This is an optimization exercise on Yosys and OpenROAD, whose aim is small area, not a production implementation.
Only simulation tests tie the RTL to the original design; equivalence was not proved.
Power figures rest on the tool's default switching activity, not on a simulated workload.

==> 11-22 <==
==> flow/design.v (excerpt) <==
module writeback_regfile #(
    parameter int  XLEN  = riscv_pkg::XLEN,
    parameter int  NREGS = riscv_pkg::NREGS,
    parameter int  CNTW  = 16,
    localparam int REGW  = $clog2(NREGS)
) (
    input  logic            clk,
    input  logic            reset,
    input  logic            regwriteW,
    input  logic [1:0]      resultsrcW,
    input  logic [XLEN-1:0] aluresultW,
    input  logic [XLEN-1:0] readdataW,
    input  logic [REGW-1:0] rdW,
    input  logic [XLEN-1:0] pcplus4W,
    input  logic [REGW-1:0] rs1D,
    input  logic [REGW-1:0] rs2D,
    output logic [XLEN-1:0] rd1D,
    output logic [XLEN-1:0] rd2D,
    output logic [XLEN-1:0] resultW,
    output logic [CNTW-1:0] wrcount
);
==> module wb_result_mux, before the edit <==
module wb_result_mux #(
    parameter int XLEN = riscv_pkg::XLEN
) (
    input  logic [1:0]      resultsrc,
    input  logic [XLEN-1:0] aluresult,
    input  logic [XLEN-1:0] readdata,
    input  logic [XLEN-1:0] pcplus4,
    output logic [XLEN-1:0] result
);
    logic [XLEN-1:0] result_s;
    always_comb begin
        result_s = {XLEN{1'b0}};
        case (resultsrc)
            riscv_pkg::RES_ALU:  result_s = aluresult;
            riscv_pkg::RES_MEM:  result_s = readdata;
            riscv_pkg::RES_PC4:  result_s = pcplus4;
            riscv_pkg::RES_RSVD: result_s = {XLEN{1'b0}};
            default:  result_s = {XLEN{1'b0}};
        endcase
    end
    assign result = result_s;
endmodule
==> module writeback_regfile, before the edit <==
module writeback_regfile #(
    parameter int  XLEN  = riscv_pkg::XLEN,
    parameter int  NREGS = riscv_pkg::NREGS,
    parameter int  CNTW  = 16,
    localparam int REGW  = $clog2(NREGS)
) (
    input  logic            clk,
    input  logic            reset,
    input  logic            regwriteW,
    input  logic [1:0]      resultsrcW,
    input  logic [XLEN-1:0] aluresultW,
    input  logic [XLEN-1:0] readdataW,
    input  logic [REGW-1:0] rdW,
    input  logic [XLEN-1:0] pcplus4W,
    input  logic [REGW-1:0] rs1D,
    input  logic [REGW-1:0] rs2D,
    output logic [XLEN-1:0] rd1D,
    output logic [XLEN-1:0] rd2D,
    output logic [XLEN-1:0] resultW,
    output logic [CNTW-1:0] wrcount
);
    logic [XLEN-1:0] regs_r [1:NREGS-1];
    logic [CNTW-1:0] wrcount_r;
    logic [XLEN-1:0] result_s;
    logic            commit_s;
    logic [XLEN-1:0] rd1_s;
    logic [XLEN-1:0] rd2_s;
    wb_result_mux #(
        .XLEN (XLEN)
    ) u_result_mux (
        .resultsrc (resultsrcW),
        .aluresult (aluresultW),
        .readdata  (readdataW),
        .pcplus4   (pcplus4W),
        .result    (result_s)
    );
    assign commit_s = regwriteW && (rdW != riscv_pkg::REG_ZERO) && !reset;
    always_ff @(posedge clk) begin
        if (reset) begin
            for (int i = 1; i < NREGS; i++) begin
                regs_r[i] <= {XLEN{1'b0}};
            end
            wrcount_r <= {CNTW{1'b0}};
        end else if (commit_s) begin
            regs_r[rdW] <= result_s;
            wrcount_r   <= wrcount_r + {{(CNTW-1){1'b0}}, 1'b1};
        end else begin
            wrcount_r <= wrcount_r;
        end
    end
    always_comb begin
        rd1_s = {XLEN{1'b0}};
        if (rs1D == riscv_pkg::REG_ZERO) begin
            rd1_s = {XLEN{1'b0}};
        end else begin
            rd1_s = regs_r[rs1D];
        end
    end
    always_comb begin
        rd2_s = {XLEN{1'b0}};
        if (rs2D == riscv_pkg::REG_ZERO) begin
            rd2_s = {XLEN{1'b0}};
        end else begin
            rd2_s = regs_r[rs2D];
        end
    end
    assign rd1D    = rd1_s;
    assign rd2D    = rd2_s;
    assign resultW = result_s;
    assign wrcount = wrcount_r;
endmodule
clock: 7.0 ns
lec_check: 0
cap_margin: 20
core_margin: 2
core_utilization: 40
slew_margin: 20
run.sh (not shown) runs the stock make flow with config.mk's settings and CLKGATE_MAP_FILE= SYNTH_SCRIPT=/design/flow/synth_recipe.tcl, a recipe that flattens the netlist after the stock synthesis.
==> 11-26: changes against 11-22 <==
==> flow/design.v (replaced) <==
package riscv_pkg;
    localparam int XLEN  = 32;
    localparam int NREGS = 32;
    localparam int REGW  = $clog2(NREGS);
    typedef enum logic [1:0] {
        RES_ALU  = 2'b00,
        RES_MEM  = 2'b01,
        RES_PC4  = 2'b10,
        RES_RSVD = 2'b11
    } resultsrc_t;
    localparam logic [REGW-1:0] REG_ZERO = 5'd0;
endpackage
module wb_result_bit (
    input  logic sel_alu,
    input  logic sel_mem,
    input  logic sel_pc4,
    input  logic aluresult,
    input  logic readdata,
    input  logic pcplus4,
    input  logic clear,
    output logic result,
    output logic wdata
);
    logic result_n;
    assign result_n = ~((sel_alu & aluresult) | (sel_mem & readdata) | (sel_pc4 & pcplus4));
    assign result   = ~result_n;
    assign wdata    = ~(result_n | clear);
endmodule
module wb_result_mux #(
    parameter int XLEN = riscv_pkg::XLEN
) (
    input  logic [1:0]      resultsrc,
    input  logic [XLEN-1:0] aluresult,
    input  logic [XLEN-1:0] readdata,
    input  logic [XLEN-1:0] pcplus4,
    input  logic            clear,
    output logic [XLEN-1:0] result,
    output logic [XLEN-1:0] wdata
);
    logic sel_alu, sel_mem, sel_pc4;
    assign sel_alu = (resultsrc == riscv_pkg::RES_ALU);
    assign sel_mem = (resultsrc == riscv_pkg::RES_MEM);
    assign sel_pc4 = (resultsrc == riscv_pkg::RES_PC4);
    genvar b;
    generate
        for (b = 0; b < XLEN; b++) begin : g_bit
            wb_result_bit u_bit (
                .sel_alu   (sel_alu),
                .sel_mem   (sel_mem),
                .sel_pc4   (sel_pc4),
                .aluresult (aluresult[b]),
                .readdata  (readdata[b]),
                .pcplus4   (pcplus4[b]),
                .clear     (clear),
                .result    (result[b]),
                .wdata     (wdata[b])
            );
        end
    endgenerate
endmodule
module rf_oai22 (
    input  logic a1, a2, b1, b2,
    output logic y
);
    assign y = ~((a1 | a2) & (b1 | b2));
endmodule
module rf_hold (
    input  logic load,
    input  logic load_n,
    input  logic d,
    input  logic q,
    output logic y
);
    assign y = (load & d) | (load_n & q);
endmodule
module rf_oai21 (
    input  logic a1, a2, b1,
    output logic y
);
    assign y = ~((a1 | a2) & b1);
endmodule
module rf_nor16 (
    input  logic [15:0] p,
    output logic        y
);
    assign y = ~(p[0]  | p[1]  | p[2]  | p[3])  & ~(p[4]  | p[5]  | p[6]  | p[7]) &
               ~(p[8]  | p[9]  | p[10] | p[11]) & ~(p[12] | p[13] | p[14] | p[15]);
endmodule
module rf_rdbit (
    input  logic [31:1] sel_n,
    input  logic        nz,
    input  logic [31:1] d,
    output logic        y
);
    logic [15:0] p;    
    genvar j;
    generate
        for (j = 0; j < 15; j++) begin : g_pair
            rf_oai22 u_oai (.a1(sel_n[2*j+1]), .a2(d[2*j+1]), .b1(sel_n[2*j+2]), .b2(d[2*j+2]), .y(p[j]));
        end
    endgenerate
    rf_oai21 u_last (.a1(sel_n[31]), .a2(d[31]), .b1(nz), .y(p[15]));
    rf_nor16 u_nor  (.p(p), .y(y));
endmodule
module writeback_regfile #(
    parameter int  XLEN  = riscv_pkg::XLEN,
    parameter int  NREGS = riscv_pkg::NREGS,
    parameter int  CNTW  = 16,
    localparam int REGW  = $clog2(NREGS)
) (
    input  logic            clk,
    input  logic            reset,
    input  logic            regwriteW,
    input  logic [1:0]      resultsrcW,
    input  logic [XLEN-1:0] aluresultW,
    input  logic [XLEN-1:0] readdataW,
    input  logic [REGW-1:0] rdW,
    input  logic [XLEN-1:0] pcplus4W,
    input  logic [REGW-1:0] rs1D,
    input  logic [REGW-1:0] rs2D,
    output logic [XLEN-1:0] rd1D,
    output logic [XLEN-1:0] rd2D,
    output logic [XLEN-1:0] resultW,
    output logic [CNTW-1:0] wrcount
);
    logic [NREGS-1:1][XLEN-1:0] regs_r;
    logic [XLEN-1:0][NREGS-1:1] cols_s;    
    logic [CNTW-1:0]            wrcount_r;
    logic [XLEN-1:0]            result_s;
    logic [XLEN-1:0]            wdata_s;
    logic                       commit_s;
    logic [NREGS-1:1]           we_s;
    logic [NREGS-1:1]           we_n;
    logic [NREGS-1:1][XLEN-1:0] next_s;
    logic [NREGS-1:1]           sel1_n;
    logic [NREGS-1:1]           sel2_n;
    logic                       nz1_s;
    logic                       nz2_s;
    wb_result_mux #(
        .XLEN (XLEN)
    ) u_result_mux (
        .resultsrc (resultsrcW),
        .aluresult (aluresultW),
        .readdata  (readdataW),
        .pcplus4   (pcplus4W),
        .clear     (reset),
        .result    (result_s),
        .wdata     (wdata_s)
    );
    assign commit_s = regwriteW && (rdW != riscv_pkg::REG_ZERO) && !reset;
    assign nz1_s = (rs1D != riscv_pkg::REG_ZERO);
    assign nz2_s = (rs2D != riscv_pkg::REG_ZERO);
    genvar k, b;
    generate
        for (k = 1; k < NREGS; k++) begin : g_reg
            assign we_s[k]   = reset | (regwriteW && (rdW == REGW'(k)));
            assign sel1_n[k] = (rs1D != REGW'(k));
            assign sel2_n[k] = (rs2D != REGW'(k));
            assign we_n[k]   = ~we_s[k];
            always_ff @(posedge clk) begin
                regs_r[k] <= next_s[k];
            end
            for (b = 0; b < XLEN; b++) begin : g_col
                rf_hold u_hold (.load(we_s[k]), .load_n(we_n[k]), .d(wdata_s[b]), .q(regs_r[k][b]),
                                .y(next_s[k][b]));
                assign cols_s[b][k] = regs_r[k][b];
            end
        end
        for (b = 0; b < XLEN; b++) begin : g_rd
            rf_rdbit u_rd1 (.sel_n(sel1_n), .nz(nz1_s), .d(cols_s[b]), .y(rd1D[b]));
            rf_rdbit u_rd2 (.sel_n(sel2_n), .nz(nz2_s), .d(cols_s[b]), .y(rd2D[b]));
        end
    endgenerate
    always_ff @(posedge clk) begin
        if (reset)         wrcount_r <= {CNTW{1'b0}};
        else if (commit_s) wrcount_r <= wrcount_r + {{(CNTW-1){1'b0}}, 1'b1};
    end
    assign resultW = result_s;
    assign wrcount = wrcount_r;
endmodule
==> flow/flow/run.sh (new file) <==
#!/bin/bash
export BUFFER_PORTS_ARGS="-buffer_cell sky130_fd_sc_hd__buf_1"
export CTS_ARGS="-sink_clustering_enable -repair_clock_nets -dont_use_dummy_load -buf_list {sky130_fd_sc_hd__clkbuf_4 sky130_fd_sc_hd__clkbuf_8} -root_buf sky130_fd_sc_hd__clkbuf_8"
bash standard.sh > standard.log 2>&1
==> flow/standard.sh (new file) <==
#!/bin/bash
# synth_recipe.tcl (not shown) runs the flow's synth.tcl, then flattens the netlist and writes it again
# the make line also repeats each setting of config.mk as NAME=value (left out here)
make -C /OpenROAD-flow-scripts/flow DESIGN_CONFIG=/design/flow/config.mk WORK_HOME=/design/flow/orfs CLKGATE_MAP_FILE= SYNTH_SCRIPT=/design/flow/synth_recipe.tcl "${@:-finish}"
Settings changed: CAP_MARGIN 20 to 0, GPL_TIMING_DRIVEN set to 0, SLEW_MARGIN 20 to 0, SYNTH_HIERARCHICAL set to 1.
removed: flow/run.sh
==> 07-16: changes against 11-22 <==
--- a/flow/design.v
+++ b/flow/design.v
@@ -33,4 +33,39 @@
     assign result = result_s;
 endmodule
+module rf_oai22 (
+    input  logic a1, a2, b1, b2,
+    output logic y
+);
+    assign y = ~((a1 | a2) & (b1 | b2));
+endmodule
+module rf_oai21 (
+    input  logic a1, a2, b1,
+    output logic y
+);
+    assign y = ~((a1 | a2) & b1);
+endmodule
+module rf_nor16 (
+    input  logic [15:0] p,
+    output logic        y
+);
+    assign y = ~(p[0]  | p[1]  | p[2]  | p[3])  & ~(p[4]  | p[5]  | p[6]  | p[7]) &
+               ~(p[8]  | p[9]  | p[10] | p[11]) & ~(p[12] | p[13] | p[14] | p[15]);
+endmodule
+module rf_rdbit (
+    input  logic [31:1] sel_n,
+    input  logic        nz,
+    input  logic [31:1] d,
+    output logic        y
+);
+    logic [15:0] p;    
+    genvar j;
+    generate
+        for (j = 0; j < 15; j++) begin : g_pair
+            rf_oai22 u_oai (.a1(sel_n[2*j+1]), .a2(d[2*j+1]), .b1(sel_n[2*j+2]), .b2(d[2*j+2]), .y(p[j]));
+        end
+    endgenerate
+    rf_oai21 u_last (.a1(sel_n[31]), .a2(d[31]), .b1(nz), .y(p[15]));
+    rf_nor16 u_nor  (.p(p), .y(y));
+endmodule
 module writeback_regfile #(
     parameter int  XLEN  = riscv_pkg::XLEN,
@@ -54,10 +89,15 @@
     output logic [CNTW-1:0] wrcount
 );
-    logic [XLEN-1:0] regs_r [1:NREGS-1];
-    logic [CNTW-1:0] wrcount_r;
-    logic [XLEN-1:0] result_s;
-    logic            commit_s;
-    logic [XLEN-1:0] rd1_s;
-    logic [XLEN-1:0] rd2_s;
+    logic [NREGS-1:1][XLEN-1:0] regs_r;
+    logic [XLEN-1:0][NREGS-1:1] cols_s;    
+    logic [CNTW-1:0]            wrcount_r;
+    logic [XLEN-1:0]            result_s;
+    logic [XLEN-1:0]            wdata_s;
+    logic                       commit_s;
+    logic [NREGS-1:1]           we_s;
+    logic [NREGS-1:1]           sel1_n;
+    logic [NREGS-1:1]           sel2_n;
+    logic                       nz1_s;
+    logic                       nz2_s;
     wb_result_mux #(
         .XLEN (XLEN)
@@ -70,35 +110,29 @@
     );
     assign commit_s = regwriteW && (rdW != riscv_pkg::REG_ZERO) && !reset;
+    assign wdata_s = result_s & {XLEN{~reset}};
+    assign nz1_s = (rs1D != riscv_pkg::REG_ZERO);
+    assign nz2_s = (rs2D != riscv_pkg::REG_ZERO);
+    genvar k, b;
+    generate
+        for (k = 1; k < NREGS; k++) begin : g_reg
+            assign we_s[k]   = reset | (regwriteW && (rdW == REGW'(k)));
+            assign sel1_n[k] = (rs1D != REGW'(k));
+            assign sel2_n[k] = (rs2D != REGW'(k));
+            always_ff @(posedge clk) begin
+                if (we_s[k]) regs_r[k] <= wdata_s;
+            end
+            for (b = 0; b < XLEN; b++) begin : g_col
+                assign cols_s[b][k] = regs_r[k][b];
+            end
+        end
+        for (b = 0; b < XLEN; b++) begin : g_rd
+            rf_rdbit u_rd1 (.sel_n(sel1_n), .nz(nz1_s), .d(cols_s[b]), .y(rd1D[b]));
+            rf_rdbit u_rd2 (.sel_n(sel2_n), .nz(nz2_s), .d(cols_s[b]), .y(rd2D[b]));
+        end
+    endgenerate
     always_ff @(posedge clk) begin
-        if (reset) begin
-            for (int i = 1; i < NREGS; i++) begin
-                regs_r[i] <= {XLEN{1'b0}};
-            end
-            wrcount_r <= {CNTW{1'b0}};
-        end else if (commit_s) begin
-            regs_r[rdW] <= result_s;
-            wrcount_r   <= wrcount_r + {{(CNTW-1){1'b0}}, 1'b1};
-        end else begin
-            wrcount_r <= wrcount_r;
-        end
+        if (reset)         wrcount_r <= {CNTW{1'b0}};
+        else if (commit_s) wrcount_r <= wrcount_r + {{(CNTW-1){1'b0}}, 1'b1};
     end
-    always_comb begin
-        rd1_s = {XLEN{1'b0}};
-        if (rs1D == riscv_pkg::REG_ZERO) begin
-            rd1_s = {XLEN{1'b0}};
-        end else begin
-            rd1_s = regs_r[rs1D];
-        end
-    end
-    always_comb begin
-        rd2_s = {XLEN{1'b0}};
-        if (rs2D == riscv_pkg::REG_ZERO) begin
-            rd2_s = {XLEN{1'b0}};
-        end else begin
-            rd2_s = regs_r[rs2D];
-        end
-    end
-    assign rd1D    = rd1_s;
-    assign rd2D    = rd2_s;
     assign resultW = result_s;
     assign wrcount = wrcount_r;
Settings changed: SYNTH_HIERARCHICAL set to 1.
==> results by group <==
Min path
  • Beginning of the worst hold path: wrcount_r[15]

Status
  • Outcome: finished clean

Setup path
  • CP max-delay cell: sky130_fd_sc_hd__nand2_1

Synthesis
  • Top cell type by total area after synthesis: sky130_fd_sc_hd__edfxtp_1
That was 07-16.
==> results by group <==
Layout
  • Fraction of area in multi-input gates: 34.1%

Status
  • Outcome: finished clean

Power and ir drop
  • Proportion of power drawn by combinational gates: 14.2%

Synthesis
  • Top cell type by total area after synthesis: sky130_fd_sc_hd__edfxtp_1

Min path
  • Beginning of the worst hold path: wrcount_r[15]
That was 11-22.
==> results by group <==
STA
  • Final Slew Violations: 7

Flow run
  • Number of max-cap violations: 1

Status
  • Blocking Checks: capacitance limit, slew limit
  • Outcome: failed layout checks
That was 11-26.

## separate check: timing with driven ports
No port has a modelled driver above. Below, the same layouts with a new extraction and two added sets of constraints. Step 1, drivers: a clkbuf_16 drives clk and a buf_2 each remaining input, both assumed. Step 2, shift: input delay + t, output delay - t, t = (earliest + latest rising clock arrival at the registers) / 2. This alone moves slack from input paths to output paths. a / b / c = no drivers / after step 1 / after step 2; a / b = the first two.
run | t, ns | setup slack, ns | worst setup path at the end | latest minus earliest clock arrival (ns) | worst data-port slew with drivers (ns)
11-22 | 0.772 | 0.643 / 0.564 / 0.564 | input to output | 0.030 / 0.029 | 0.10
11-26 | 0.917 | 0.674 / 0.638 / 0.638 | input to output | 0.090 / 0.089 | 0.13
07-16 | 0.751 | 0.418 / 0.393 / 0.393 | input to output | 0.036 / 0.036 | 0.05
The setup slack of 11-22, which loses most, moves by -0.079 ns with the drivers and by -0.079 ns with both steps.
